Background: an optimization exercise with open tools, aiming at a short achievable clock period and few clock cycles per item. Do not read the settings as production practice.
The RTL was checked by simulation tests, not by an equivalence proof against the original design.

File: design.v
package ramr_pkg;
  localparam int unsigned WS = 32;
  localparam int unsigned WA = 16;
endpackage
module ramr_norm #(
  parameter int W  = 32,
  parameter int LW = $clog2(W)
) (
  input  logic [W-1:0]  v_i,
  output logic [W-1:0]  n_o,
  output logic [LW-1:0] lz_o
);
  logic [LW:0][W-1:0]         vld;
  logic [LW:0][W-1:0][LW-1:0] cnt;
  assign vld[0] = v_i;
  assign cnt[0] = '0;
  for (genvar k = 1; k <= LW; k++) begin : g_lvl
    for (genvar g = 0; g < (W >> k); g++) begin : g_grp
      assign vld[k][g] = vld[k-1][2*g+1] | vld[k-1][2*g];
      if (k == 1) begin : g_one
        assign cnt[k][g] = LW'(~vld[k-1][2*g+1]);
      end else begin : g_more
        assign cnt[k][g] = vld[k-1][2*g+1] ? LW'(cnt[k-1][2*g+1][k-2:0])
                                            : LW'({1'b1, cnt[k-1][2*g][k-2:0]});
      end
    end
    for (genvar g = (W >> k); g < W; g++) begin : g_unused
      assign vld[k][g] = 1'b0;
      assign cnt[k][g] = '0;
    end
  end
  assign lz_o = cnt[LW][0];
  logic [LW:0][W-1:0] s;
  assign s[0] = v_i;
  for (genvar l = 0; l < LW; l++) begin : g_sh
    assign s[l+1] = lz_o[LW-1-l] ? (s[l] << (1 << (LW - 1 - l))) : s[l];
  end
  assign n_o = s[LW];
endmodule
module ramr_lzc #(
  parameter int W  = 32,
  parameter int LW = $clog2(W)
) (
  input  logic [W-1:0]  v_i,
  output logic [LW-1:0] lz_o
);
  logic [LW:0][W-1:0]         vld;
  logic [LW:0][W-1:0][LW-1:0] cnt;
  assign vld[0] = v_i;
  assign cnt[0] = '0;
  for (genvar k = 1; k <= LW; k++) begin : g_lvl
    for (genvar g = 0; g < (W >> k); g++) begin : g_grp
      assign vld[k][g] = vld[k-1][2*g+1] | vld[k-1][2*g];
      if (k == 1) begin : g_one
        assign cnt[k][g] = LW'(~vld[k-1][2*g+1]);
      end else begin : g_more
        assign cnt[k][g] = vld[k-1][2*g+1] ? LW'(cnt[k-1][2*g+1][k-2:0])
                                            : LW'({1'b1, cnt[k-1][2*g][k-2:0]});
      end
    end
    for (genvar g = (W >> k); g < W; g++) begin : g_unused
      assign vld[k][g] = 1'b0;
      assign cnt[k][g] = '0;
    end
  end
  assign lz_o = cnt[LW][0];
endmodule
module ramr_rnorm #(
  parameter int W  = 32,
  parameter int LW = $clog2(W)
) (
  input  logic [W-1:0]  a_i,
  input  logic [W-1:0]  b_i,
  input  logic [W-1:0]  d_i,
  input  logic          ge_i,
  output logic [W-1:0]  n_o,
  output logic [LW-1:0] lz_o
);
  logic [W-1:0]  f, sm;
  logic [LW-1:0] lzf, lza, sha;
  assign sm = ~a_i & b_i;
  assign f  = (a_i ^ b_i) & ~{sm[W-2:0], 1'b0};
  ramr_lzc #(.W(W)) u_lzf (.v_i(f),   .lz_o(lzf));
  ramr_lzc #(.W(W)) u_lza (.v_i(a_i), .lz_o(lza));
  assign sha = ge_i ? lzf : lza;
  logic [LW:0][W-1:0] s;
  assign s[0] = ge_i ? d_i : a_i;
  for (genvar l = 0; l < LW; l++) begin : g_sh
    assign s[l+1] = sha[LW-1-l] ? (s[l] << (1 << (LW - 1 - l))) : s[l];
  end
  assign n_o  = s[LW][W-1] ? s[LW] : (s[LW] << 1);
  assign lz_o = sha + {{(LW-1){1'b0}}, ~s[LW][W-1]};
endmodule
module ramr_euc #(
  parameter int W  = 32,
  parameter int LW = $clog2(W)
) (
  input  logic [W-1:0]  a_i,
  input  logic [W-1:0]  b_i,
  input  logic [W-1:0]  bn_i,
  input  logic [LW-1:0] u_i,
  input  logic [LW-1:0] v_i,
  input  logic [LW-1:0] s0_i,
  input  logic [LW-1:0] e_i,
  input  logic          first_i,
  input  logic          par_i,
  input  logic          fin_i,
  output logic [W-1:0]  a_o,
  output logic [W-1:0]  b_o,
  output logic [W-1:0]  bn_o,
  output logic [LW-1:0] u_o,
  output logic [LW-1:0] v_o,
  output logic [LW-1:0] s0_o,
  output logic [LW-1:0] e_o,
  output logic          first_o,
  output logic          par_o,
  output logic          fin_o
);
  logic [LW-1:0] sh, s0, lzr;
  logic          swap, ge, zero;
  logic [W:0]    d;
  logic [W-1:0]  nr;
  assign sh   = u_i - v_i;
  assign swap = (u_i == v_i);
  assign s0   = first_i ? sh : s0_i;
  assign d    = {1'b0, a_i} - {1'b0, b_i};
  assign ge   = ~d[W];
  ramr_rnorm #(.W(W)) u_nr (.a_i(a_i), .b_i(b_i), .d_i(d[W-1:0]), .ge_i(ge), .n_o(nr), .lz_o(lzr));
  assign zero = ge ? (a_i == b_i) : (a_i == '0);
  always_comb begin
    b_o     = b_i >> 1;
    bn_o    = bn_i;
    u_o     = u_i - 1'b1;
    v_o     = v_i;
    s0_o    = s0;
    first_o = 1'b0;
    if (swap) begin
      b_o     = nr;
      bn_o    = nr;
      u_o     = lzr;
      v_o     = s0;
      first_o = 1'b1;
    end
  end
  always_comb begin
    if (fin_i) begin
      a_o   = a_i;
      e_o   = e_i;
      par_o = par_i;
      fin_o = 1'b1;
    end else if (!swap) begin
      a_o   = ge ? d[W-1:0] : a_i;
      e_o   = e_i;
      par_o = par_i;
      fin_o = 1'b0;
    end else begin
      a_o   = bn_i;
      e_o   = e_i + s0;
      par_o = ~par_i;
      fin_o = zero;
    end
  end
endmodule
module ramr_dstep #(
  parameter int W = 32,
  parameter int K = 1
) (
  input  logic [W-1:0] r_i,
  input  logic [W-1:0] q_i,
  input  logic [W-1:0] d_i,
  input  logic [W+1:0] d3_i,
  output logic [W-1:0] r_o,
  output logic [W-1:0] q_o
);
  logic [W+2:0] s, t1, t2, t3;
  always_comb begin
    r_o = r_i;
    q_o = q_i;
    for (int k = 0; k < K; k++) begin
      s  = {1'b0, r_o, q_o[W-1:W-2]};
      t1 = s - {3'b000, d_i};
      t2 = s - {2'b00, d_i, 1'b0};
      t3 = s - {1'b0, d3_i};
      q_o = q_o << 2;
      if (!t3[W+2]) begin
        r_o = t3[W-1:0];
        q_o[1:0] = 2'd3;
      end else if (!t2[W+2]) begin
        r_o = t2[W-1:0];
        q_o[1:0] = 2'd2;
      end else if (!t1[W+2]) begin
        r_o = t1[W-1:0];
        q_o[1:0] = 2'd1;
      end else begin
        r_o = s[W-1:0];
      end
    end
  end
endmodule
module ramr_eng #(
  parameter int W  = 32,
  parameter int LW = $clog2(W)
) (
  input  logic         clk_i,
  input  logic         load_i,
  input  logic         euc_i,
  input  logic         unsh_i,
  input  logic         div_i,
  input  logic [W-1:0] m_i,
  input  logic [W-1:0] n_i,
  input  logic         sx_i,
  input  logic         sy_i,
  output logic         fin_o,
  output logic [W-1:0] x_o,
  output logic [W-1:0] y_o,
  output logic         par_o,
  output logic         sx_o,
  output logic         sy_o,
  output logic         und_o
);
  logic [W-1:0]  mn, nn;
  logic [LW-1:0] lzm, lzn;
  ramr_norm #(.W(W)) u_nm (.v_i(m_i), .n_o(mn), .lz_o(lzm));
  ramr_norm #(.W(W)) u_nn (.v_i(n_i), .n_o(nn), .lz_o(lzn));
  logic [W-1:0]  a_q, b_q, bn_q, m_q, n_q;
  logic [LW-1:0] u_q, v_q, s0_q, e_q;
  logic          first_q, par_q, fin_q, sx_q, sy_q, und_q;
  logic [W-1:0]  a_n, b_n, bn_n;
  logic [LW-1:0] u_n, v_n, s0_n, e_n;
  logic          first_n, par_n, fin_n;
  ramr_euc #(.W(W)) u_step (
    .a_i(a_q), .b_i(b_q), .bn_i(bn_q), .u_i(u_q), .v_i(v_q),
    .s0_i(s0_q), .e_i(e_q), .first_i(first_q), .par_i(par_q), .fin_i(fin_q),
    .a_o(a_n), .b_o(b_n), .bn_o(bn_n), .u_o(u_n), .v_o(v_n), .s0_o(s0_n), .e_o(e_n),
    .first_o(first_n), .par_o(par_n), .fin_o(fin_n)
  );
  logic [W-1:0] rx_q, qx_q, ry_q, qy_q, dv_q, r_x, q_x, r_y, q_y;
  logic [W+1:0] dv3_q;
  ramr_dstep #(.W(W), .K(1)) u_dx (.r_i(rx_q), .q_i(qx_q), .d_i(dv_q), .d3_i(dv3_q),
                                   .r_o(r_x), .q_o(q_x));
  ramr_dstep #(.W(W), .K(1)) u_dy (.r_i(ry_q), .q_i(qy_q), .d_i(dv_q), .d3_i(dv3_q),
                                   .r_o(r_y), .q_o(q_y));
  logic [W-1:0] gcd_n;
  assign gcd_n = a_q >> e_q;
  always_ff @(posedge clk_i) begin
    if (load_i) begin
      b_q  <= nn;
      bn_q <= nn;
      if (n_i == '0) begin
        a_q <= m_i;
        u_q <= '0;
        v_q <= '0;
        e_q <= '0;
      end else if ((m_i != '0) && (lzn >= lzm)) begin
        a_q <= mn;
        u_q <= lzn;
        v_q <= lzm;
        e_q <= lzm;
      end else begin
        a_q <= m_i << lzn;
        u_q <= '0;
        v_q <= '0;
        e_q <= lzn;
      end
      s0_q    <= '0;
      first_q <= 1'b1;
      par_q   <= 1'b0;
      fin_q   <= (n_i == '0);
      m_q     <= m_i;
      n_q     <= n_i;
      sx_q    <= sx_i;
      sy_q    <= sy_i;
      und_q   <= (m_i == '0) && (n_i == '0);
    end else if (euc_i) begin
      a_q     <= a_n;
      b_q     <= b_n;
      bn_q    <= bn_n;
      u_q     <= u_n;
      v_q     <= v_n;
      s0_q    <= s0_n;
      e_q     <= e_n;
      first_q <= first_n;
      par_q   <= par_n;
      fin_q   <= fin_n;
    end
    if (unsh_i) begin
      rx_q  <= '0;
      ry_q  <= '0;
      qx_q  <= m_q;
      qy_q  <= n_q;
      dv_q  <= gcd_n;
      dv3_q <= {2'b00, gcd_n} + {1'b0, gcd_n, 1'b0};
    end else if (div_i) begin
      rx_q <= r_x;
      qx_q <= q_x;
      ry_q <= r_y;
      qy_q <= q_y;
    end
  end
  assign fin_o = fin_q;
  assign x_o   = qx_q;
  assign y_o   = qy_q;
  assign par_o = par_q;
  assign sx_o  = sx_q;
  assign sy_o  = sy_q;
  assign und_o = und_q;
endmodule
module rational_add_mul_reduce (
  input  logic               clk_i,
  input  logic               rst_ni,
  input  logic               in_valid_i,
  output logic               in_stall_o,
  input  logic signed [15:0] first_num_i,
  input  logic signed [15:0] first_den_i,
  input  logic signed [15:0] second_num_i,
  input  logic signed [15:0] second_den_i,
  output logic               out_valid_o,
  input  logic               out_stall_i,
  output logic signed [15:0] reduced_num_o,
  output logic signed [15:0] reduced_den_o,
  output logic signed [31:0] sum_num_o,
  output logic signed [30:0] sum_den_o,
  output logic signed [30:0] prod_num_o,
  output logic signed [30:0] prod_den_o,
  output logic               reduce_undefined_o,
  output logic               sum_undefined_o,
  output logic               prod_undefined_o
);
  typedef enum logic [2:0] {
    S_IDLE, S_MUL, S_ABS, S_LOAD, S_EUC, S_UNSH, S_DIV, S_OUT
  } st_e;
  st_e         st_q;
  logic [3:0]  cnt_q;
  logic        out_valid_q;
  logic        accept;
  logic        all_fin;
  assign accept     = in_valid_i && (st_q == S_IDLE);
  assign in_stall_o = (st_q != S_IDLE);
  logic signed [15:0] fn_q, fd_q, bn_q, bd_q;
  logic signed [31:0] p1_q, p2_q, p3_q, p4_q;
  logic signed [32:0] xs;
  assign xs = 33'(p1_q) + 33'(p2_q);
  logic [31:0] ms_q, my_q, mp_q;
  logic [15:0] ma_q, md_q;
  logic        ss_q, sy_q, sp_q, sa_q, sd_q;
  always_ff @(posedge clk_i) begin
    if (accept) begin
      fn_q <= first_num_i;
      fd_q <= first_den_i;
      bn_q <= second_num_i;
      bd_q <= second_den_i;
    end
    if (st_q == S_MUL) begin
      p1_q <= fn_q * bd_q;
      p2_q <= fd_q * bn_q;
      p3_q <= fd_q * bd_q;
      p4_q <= fn_q * bn_q;
    end
    if (st_q == S_ABS) begin
      ms_q <= xs[32] ? 32'(-xs) : xs[31:0];
      ss_q <= xs[32];
      my_q <= p3_q[31] ? -p3_q : p3_q;
      sy_q <= p3_q[31];
      mp_q <= p4_q[31] ? -p4_q : p4_q;
      sp_q <= p4_q[31];
      ma_q <= fn_q[15] ? -fn_q : fn_q;
      sa_q <= fn_q[15];
      md_q <= fd_q[15] ? -fd_q : fd_q;
      sd_q <= fd_q[15];
    end
  end
  logic        ld, eu, un, dv, dva;
  assign ld  = (st_q == S_LOAD);
  assign eu  = (st_q == S_EUC);
  assign un  = (st_q == S_UNSH);
  assign dv  = (st_q == S_DIV);
  assign dva = dv && !cnt_q[3];
  logic [31:0] xs_m, ys_m, xp_m, yp_m;
  logic [15:0] xa_m, ya_m;
  logic        s_fin, s_par, s_sx, s_sy, s_und;
  logic        p_fin, p_par, p_sx, p_sy, p_und;
  logic        a_fin, a_par, a_sx, a_sy, a_und;
  ramr_eng #(.W(ramr_pkg::WS)) u_sum (
    .clk_i(clk_i), .load_i(ld), .euc_i(eu), .unsh_i(un), .div_i(dv),
    .m_i(ms_q), .n_i(my_q), .sx_i(ss_q), .sy_i(sy_q),
    .fin_o(s_fin), .x_o(xs_m), .y_o(ys_m), .par_o(s_par), .sx_o(s_sx), .sy_o(s_sy), .und_o(s_und)
  );
  ramr_eng #(.W(ramr_pkg::WS)) u_prod (
    .clk_i(clk_i), .load_i(ld), .euc_i(eu), .unsh_i(un), .div_i(dv),
    .m_i(mp_q), .n_i(my_q), .sx_i(sp_q), .sy_i(sy_q),
    .fin_o(p_fin), .x_o(xp_m), .y_o(yp_m), .par_o(p_par), .sx_o(p_sx), .sy_o(p_sy), .und_o(p_und)
  );
  ramr_eng #(.W(ramr_pkg::WA)) u_a (
    .clk_i(clk_i), .load_i(ld), .euc_i(eu), .unsh_i(un), .div_i(dva),
    .m_i(ma_q), .n_i(md_q), .sx_i(sa_q), .sy_i(sd_q),
    .fin_o(a_fin), .x_o(xa_m), .y_o(ya_m), .par_o(a_par), .sx_o(a_sx), .sy_o(a_sy), .und_o(a_und)
  );
  assign all_fin = s_fin && p_fin && a_fin;
  logic        ns_s, ds_s, ns_p, ds_p, ns_a, ds_a;
  assign ns_s = s_par & (s_sx ^ s_sy);
  assign ds_s = ~s_par & (s_sx ^ s_sy);
  assign ns_p = p_par & (p_sx ^ p_sy);
  assign ds_p = ~p_par & (p_sx ^ p_sy);
  assign ns_a = a_par & (a_sx ^ a_sy);
  assign ds_a = ~a_par & (a_sx ^ a_sy);
  always_ff @(posedge clk_i or negedge rst_ni) begin
    if (!rst_ni) begin
      st_q        <= S_IDLE;
      cnt_q       <= '0;
      out_valid_q <= 1'b0;
    end else begin
      if (out_valid_q && !out_stall_i) out_valid_q <= 1'b0;
      case (st_q)
        S_IDLE: if (accept) st_q <= S_MUL;
        S_MUL:  st_q <= S_ABS;
        S_ABS:  st_q <= S_LOAD;
        S_LOAD: st_q <= S_EUC;
        S_EUC:  if (all_fin) st_q <= S_UNSH;
        S_UNSH: begin
          st_q  <= S_DIV;
          cnt_q <= '0;
        end
        S_DIV: begin
          cnt_q <= cnt_q + 1'b1;
          if (cnt_q == 4'd15) st_q <= S_OUT;
        end
        S_OUT: begin
          if (!out_valid_q || !out_stall_i) begin
            out_valid_q <= 1'b1;
            st_q        <= S_IDLE;
          end
        end
        default: st_q <= S_IDLE;
      endcase
    end
  end
  always_ff @(posedge clk_i) begin
    if ((st_q == S_OUT) && (!out_valid_q || !out_stall_i)) begin
      reduced_num_o      <= a_und ? '0 : (ns_a ? -xa_m : xa_m);
      reduced_den_o      <= a_und ? '0 : (ds_a ? -ya_m : ya_m);
      sum_num_o          <= s_und ? '0 : (ns_s ? -xs_m : xs_m);
      sum_den_o          <= s_und ? '0 : 31'(ds_s ? -ys_m : ys_m);
      prod_num_o         <= p_und ? '0 : 31'(ns_p ? -xp_m : xp_m);
      prod_den_o         <= p_und ? '0 : 31'(ds_p ? -yp_m : yp_m);
      reduce_undefined_o <= a_und;
      sum_undefined_o    <= s_und;
      prod_undefined_o   <= p_und;
    end
  end
  assign out_valid_o = out_valid_q;
endmodule
File: run.sh
#!/bin/bash
# synth_recipe.tcl (not shown) runs the flow's synth.tcl, then flattens the netlist and writes it again
# the make line also repeats each setting of config.mk as NAME=value (left out here)
make -C /OpenROAD-flow-scripts/flow DESIGN_CONFIG=/design/flow/config.mk WORK_HOME=/design/flow/orfs CLKGATE_MAP_FILE= SYNTH_SCRIPT=/design/flow/synth_recipe.tcl finish
File: config.mk
export PLATFORM = sky130hd
export DESIGN_NAME = rational_add_mul_reduce
export DESIGN_NICKNAME = rational_add_mul_reduce
export VERILOG_FILES = /design/flow/design.v
export SDC_FILE = /design/flow/constraint.sdc
export NUM_CORES = 4
export LEC_CHECK = 0
export CAP_MARGIN = 20
export CORE_MARGIN = 2
export CORE_UTILIZATION = 40
export SETUP_SLACK_MARGIN = 4
export SLEW_MARGIN = 20
File: constraint.sdc
create_clock -name core_clock -period 11.0 [get_ports {clk_i}]
set_input_delay 2.2000 -clock core_clock [delete_from_list [all_inputs] [get_ports {clk_i}]]
set_output_delay 2.2000 -clock core_clock [all_outputs]
set_load 0.01 [all_outputs]
==> impl_results.md <==
- Status: finished clean
- Vias in the first global route: 129,000
- Total CTS buffers: 177
- CTS max path bufs: 4
- Mapped cell area: 157,000 sq um
- First-pass GRT wire length: 816,000 microns
- I/O pin total: 230
- Clock sinks: 1,417
- Hold path start: sa_q$_DFFE_PP_
- Cells taking the most area after synthesis: edfxtp_1 (24%), fa_1 (14%), ha_1 (9.1%)
- Top cell type by total area after synthesis: edfxtp_1
- CTS Hold Bufs: 0
- Area grow syn2layout: 9.36%
- Worst path slowest cell: fa_1
- Nets@finish: 20,000
- Synth cell count leaders: nand2_1 (1,991), inv_1 (1,786), nor2_1 (1,302)
- Clock skew: 0.105 ns
- CP Data Required Time: 11.60 ns
- Worst path most repeated cell: fa_1
- Post-route cell area: 172,000 sq um
- Fin. Hold Viols: 0
- Setup crit end kind: flop
- Clock insertion delay at the later pin of the skew report: 0.94 ns
- Post-route ant nets: 0
- CTS tree: yes
- HPWL after detailed placement: 414,000 microns
- Crit path cell chain: buf_4, and2_1, fa_1, fa_1, ha_1, fa_1, inv_1, fa_1, fa_1, inv_1, ha_1, a21oi_1, o21bai_1, a211oi_1, o21ai_0, a41o_1, a31oi_1, o21ai_0, o41a_1, a21o_1, a21oi_1, xnor2_1
- Core Util, Final: 0.438
- Htree depth: 4
- Core Box Area: 392,000 sq um
- Crit path largest cell delay: 0.50 ns
- Slew @ Worst Pin: 1.15 ns
- Crit path launch: fd_q[6]$_DFFE_PP_
- #FFs+latches synth: 1,417
- Worst R2R Start: fd_q[6]$_DFFE_PP_
- Worst Hold Class: reg2reg
- Drt initial violations: 13,400
- Unrepaired setup endpoints after global routing: yes
- Area after DPL: 165,000 sq um
- TritonRoute pass-1 iters: 8
- Tcrit/Tclk final: 0.619
- Root buf cell: clkbuf_16
- Total Routing Usage GR: 0.266
- Drt drc: 0
- CP arrival: 7.41 ns
- Vias per inst: 5.82
- Number of flops mapped to enable cells by yosys: 1,229
- Rows: 230
- Syn_area_per_cell: 8.77 sq um
- Synth cell types: 127
- Layout Cells excl Fill: 23,100
- WS Path Type: reg2reg
- Regs by FF count: u_prod.dv3_q: 34 flops, u_sum.dv3_q: 34 flops
- Final Max Slew Viols: 0
- GRT overflow: 0
- Max FO, Critical Path: 20
- Share of the synthesized area in the top cell type: 0.235
- Max-cap viol count: 0
- Die H: 630 microns
- Async S/R FF share, synth: 0.00565
- GP Congestion: 0.995
- Vias after detailed routing: 134,000
- WL final: 544,000 microns
- Pin count of the biggest net entering global routing: 144
- Initial Util: 0.401
- WL per Instance: 23.5 microns
- Ys Warns: 7
- Hold_ws: 0.392 ns
- CTS clock-pin slew for the worst setup and hold paths: 0.07 ns
- Cells after Synth: 17,900
- DIE AREA: 397,000 sq um
- Filler Cell Count: 38,400
- Rel. slew slack: 0.229
- # port buffers: 229
- Synth Net Count: 20,200
- F_max: 0.147 GHz
- Initial antenna violation count: 23
- Dominant synthesized flop cell: edfxtp_1
- Die width: 630 microns
- Final min period: 6.81 ns
- Most frequent cell after synthesis: nand2_1
- Setup_tns: 0 ns
- Dpl cells: 22,700
- Share of cells above drive strength 1: 0.0572
- Setup Viol. Count Final: 0
- Post-synthesis sequential area ratio: 0.259
- Startpoint Class: flop
[worst max-delay path: cells and delay by family (launching register included)]
| family | cells | cell delay, ns |
|---|---|---|
| AND/OR/NAND/NOR | 1 | 0.19 |
| adder cells (fa/ha/maj) | 7 | 2.96 |
| AO/OA/AOI/OAI | 10 | 2.48 |
| XOR/XNOR | 1 | 0.08 |
| flip-flops | 1 | 0.45 |
| buffers and inverters | 3 | 0.38 |
[layer usage]
layer | global-route usage | up-vias | share of wire
li1 | - | 62300 | -
met1 | 0.362 | 65600 | 0.43
met2 | 0.408 | 5384 | 0.43
met3 | 0.0439 | 1070 | 0.080
met4 | 0.136 | 6 | 0.059
met5 | 0 | - | 0.000070
[final cells by class]
cell class | instances | area, sq um | share of cell area
Timing Repair Buffer | 570 | 5310 | 0.0309
Clock buffer | 215 | 4610 | 0.0269
Clock inverter | 110 | 1340 | 0.00781
Multi-Input combinational cell | 13700 | 106000 | 0.619
Antenna cell | 35 | 87.6 | 0.000510
Tap cell | 5220 | 6530 | 0.0381
Timing Repair inverter | 1 | 5.00 | 0.0000292
Sequential cell | 1417 | 40700 | 0.237
Inverter | 1798 | 6790 | 0.0395
[per-stage QoR]
| stage | worst slack [ns] |
|---|---|
| 2_1_floorplan | 4.03 |
| 3_3_place_gp | 3.45 |
| 3_5_place_dp | 3.48 |
| 4_1_cts | 3.95 |
| 5_1_grt | 3.81 |
| 6_report | 4.19 |
[final timing paths]
check / end / slack [ns] / cells after the start
worst max-delay path: p2_q[31]$_DFFE_PP_ / 4.19 / 22
worst min-delay path: u_a.sx_q$_DFFE_PP_ / 0.39 / 0
worst max register to register: p2_q[31]$_DFFE_PP_ / 4.19 / 22
worst min register to register: u_a.sx_q$_DFFE_PP_ / 0.39 / 0
max in group asynchronous: cnt_q[1]$_DFFE_PN0P_ / 9.16 / 1
min in group asynchronous: out_valid_q$_DFF_PN0_ / 1.58 / 1
[layout by cell type (no fill, tap or decap), types with 291 or more instances in the layout]
cell type,count
inv_1,1778
o21ai_0,1050
edfxtp_1,1229
fa_1,1074
ha_1,1135
a21oi_1,1135
mux2i_1,622
a21o_1,291
nor2_1,1289
and2_1,581
nand2_1,1990
xnor2_1,612
nor3_1,311
[kinds of logic (layout without fill, tap and decap cells)]
group | Yosys count | count (layout) | synth area share
compound gates | 4425 | 4425 | 0.181
xor+xnor | 900 | 900 | 0.0502
fa+ha+maj | 2216 | 2216 | 0.228
buf+inv | 2746 | 2694 | 0.0674
flops | 1417 | 1417 | 0.259
mux | 772 | 772 | 0.0529
other cells | 0 | 35 | 0
simple gates | 5426 | 5426 | 0.161
[timing repair]
item	CTS	global route
pin swaps	0	24
buffers inserted	34	25
setup endpoints to repair	19	66
cloned	0	3
resized for setup	13	113
Testbench counts, summed over its fixed seeds: cycles 130,541, items 2,400.

## static timing again, ports no longer ideal
The flow's constraints put no driver on any port. The routed layout listed below was extracted and timed again, unchanged, in two steps. Step 1 (the two cells are an assumption about what drives the block):
set clk [get_ports {clk_i}]
set_driving_cell -lib_cell sky130_fd_sc_hd__clkbuf_16 $clk
set_driving_cell -lib_cell sky130_fd_sc_hd__buf_2 [delete_from_list [all_inputs] $clk]
Step 2 also shifts input and output timing later by t, the mid clock arrival at the registers, as if the neighbouring blocks saw the same clock. Slacks: no drivers / after step 1 / after step 2; pairs: no drivers / after step 1.
t, ns: 1.018
slack for setup (ns): 4.189 / 4.189 / 4.189
worst hold slack (ns): 0.392 / 0.392 / 0.392
worst data-port slew with drivers (ns): 0.08
pins driven straight from the clock port: 1
After both steps this run still meets setup and hold. For this run, drivers alone change the setup slack by 0.000 ns; drivers and shift together by 0.000 ns.
